Background: an optimization exercise with open tools, aiming at small area. Do not read the settings as production practice. Only simulation tests tie the RTL to the original design; equivalence was not proved. Power is estimated from default activity; no workload was simulated.

before:
Design cpu_operand_stack, start of the top module:
module cpu_operand_stack
#(
  parameter int WIDTH = cpu_stack_pkg::STACK_WIDTH,
  parameter int DEPTH = cpu_stack_pkg::STACK_DEPTH,
  parameter int TOPS  = 2,
  parameter int POP_W = cpu_stack_pkg::STACK_POP_W
) (
  input  logic                       clk,
  input  logic                       rst,
  input  logic                       st__pop,
  input  logic [POP_W-1:0]           st__to_pop,
  input  logic                       st__push,
  input  logic [WIDTH-1:0]           st__to_push,
  input  logic                       st__flush,
  input  logic                       st__err_clr,
  output logic [TOPS*WIDTH-1:0]      st__top,
  output logic [$clog2(DEPTH+1)-1:0] st__count,
  output logic                       st__empty,
  output logic                       st__full,
  output logic                       st__err_overflow,
  output logic                       st__err_underflow
);
Size: roughly 6,000 cells after synthesis, ~2,300 flip-flops, ~130 I/O pins, about 0.072 mm2 of cells after synthesis.
==> flow/config.mk <==
export PLATFORM = sky130hd
export DESIGN_NAME = cpu_operand_stack
export DESIGN_NICKNAME = cpu_operand_stack
export VERILOG_FILES = /design/flow/design.v
export SDC_FILE = /design/flow/constraint.sdc
export NUM_CORES = 4
export LEC_CHECK = 0
export CAP_MARGIN = 5
export CORE_MARGIN = 2
export CORE_UTILIZATION = 70
export SLEW_MARGIN = 5
==> flow/constraint.sdc <==
create_clock -name core_clock -period 10.0 [get_ports {clk}]
set_input_delay 2.0000 -clock core_clock [delete_from_list [all_inputs] [get_ports {clk}]]
set_output_delay 2.0000 -clock core_clock [all_outputs]
set_load 0.01 [all_outputs]
standard.sh (not shown) runs the stock make flow with config.mk's settings and CLKGATE_MAP_FILE= SYNTH_SCRIPT=/design/flow/synth_recipe.tcl, a recipe that flattens the netlist after the stock synthesis.
==> flow/flow/run.sh <==
#!/bin/bash
# The standard.sh layout with these changes:
#  - ABC's area script is replaced by an area-only mapping (flow/abc_area.script)
#  - CTS clusters up to 20 sinks (55 um) per clkbuf_8 leaf buffer and inserts no dummy loads
#  - the port buffers are buf_1 cells
set -euo pipefail
rm -rf scripts_mod
cp -r "$FLOW_HOME/scripts" scripts_mod
cp flow/abc_area.script scripts_mod/abc_area.script
bash standard.sh SCRIPTS_DIR="$PWD/scripts_mod" ABC_AREA=1 \
  "CTS_ARGS=-sink_clustering_enable -repair_clock_nets -dont_use_dummy_load -sink_clustering_size 20 -sink_clustering_max_diameter 55 -buf_list sky130_fd_sc_hd__clkbuf_8 -root_buf sky130_fd_sc_hd__clkbuf_16" \
  "BUFFER_PORTS_ARGS=-buffer_cell sky130_fd_sc_hd__buf_1" \
  finish > standard_make.log 2>&1
==> flow/flow/abc_area.script <==
strash
&get -n
&dch -f
&nf -a -R 1000
&put
Modified inputs, after compared to before
- a change of SLEW_MARGIN from 5 to 10
- a change of CAP_MARGIN from 5 to 10
--- a/flow/flow/run.sh
+++ b/flow/flow/run.sh
@@ -4 +4 @@
-#  - CTS clusters up to 20 sinks (55 um) per clkbuf_8 leaf buffer and inserts no dummy loads
+#  - CTS clusters up to 18 sinks (50 um) per clkbuf_8 leaf buffer and inserts no dummy loads
@@ -11 +11 @@
-  "CTS_ARGS=-sink_clustering_enable -repair_clock_nets -dont_use_dummy_load -sink_clustering_size 20 -sink_clustering_max_diameter 55 -buf_list sky130_fd_sc_hd__clkbuf_8 -root_buf sky130_fd_sc_hd__clkbuf_16" \
+  "CTS_ARGS=-sink_clustering_enable -repair_clock_nets -dont_use_dummy_load -sink_clustering_size 18 -sink_clustering_max_diameter 50 -buf_list sky130_fd_sc_hd__clkbuf_8 -root_buf sky130_fd_sc_hd__clkbuf_16" \
Looking at before and after, the global-route wire length before repair is a wash. after vs. before: combinational group share of total power shows a reduction of 0.2 points, post-layout minimum cycle time -0.23 ns, clock share of power grew by 0.8 points, area share of fa/ha/maj cells after synthesis roughly the same, total power per unit cell area rose 1.8 mW/mm2. before -> after: routed via count flat. On sequential share of layout area: between before and after, it ends up higher for before. In terms of ratio of routed vias to standard cells, before and after differ only marginally. Taking before as the reference point, the end-of-flow core utilization of after rises by 0.30 points. In the reports for before and after, the smaller cell area belongs to before.

re-timing with driven ports:
No port has a modelled driver above. Below, the same layouts with a new extraction and two added sets of constraints. Step 1 (the two cells are an assumption about what drives the block):
set clk [get_ports {clk}]
set_driving_cell -lib_cell sky130_fd_sc_hd__clkbuf_16 $clk
set_driving_cell -lib_cell sky130_fd_sc_hd__buf_2 [delete_from_list [all_inputs] $clk]
Step 2 times the ports against the registers' clock, not the clock port: input delays grow and output delays shrink by t, the midpoint of the rising clock arrivals with the driver on. Slacks: ideal ports / drivers / drivers and shift; pairs: ideal ports / drivers.
run	t (ns)	setup WS [ns]	hold WS [ns]	worst setup path at the end
before	0.797	1.374 / 1.298 / 2.096	0.441 / 0.441 / 0.441	register to output
after	0.794	1.602 / 1.526 / 2.205	0.442 / 0.442 / 0.442	input to register
After both steps every run listed still meets setup and hold.
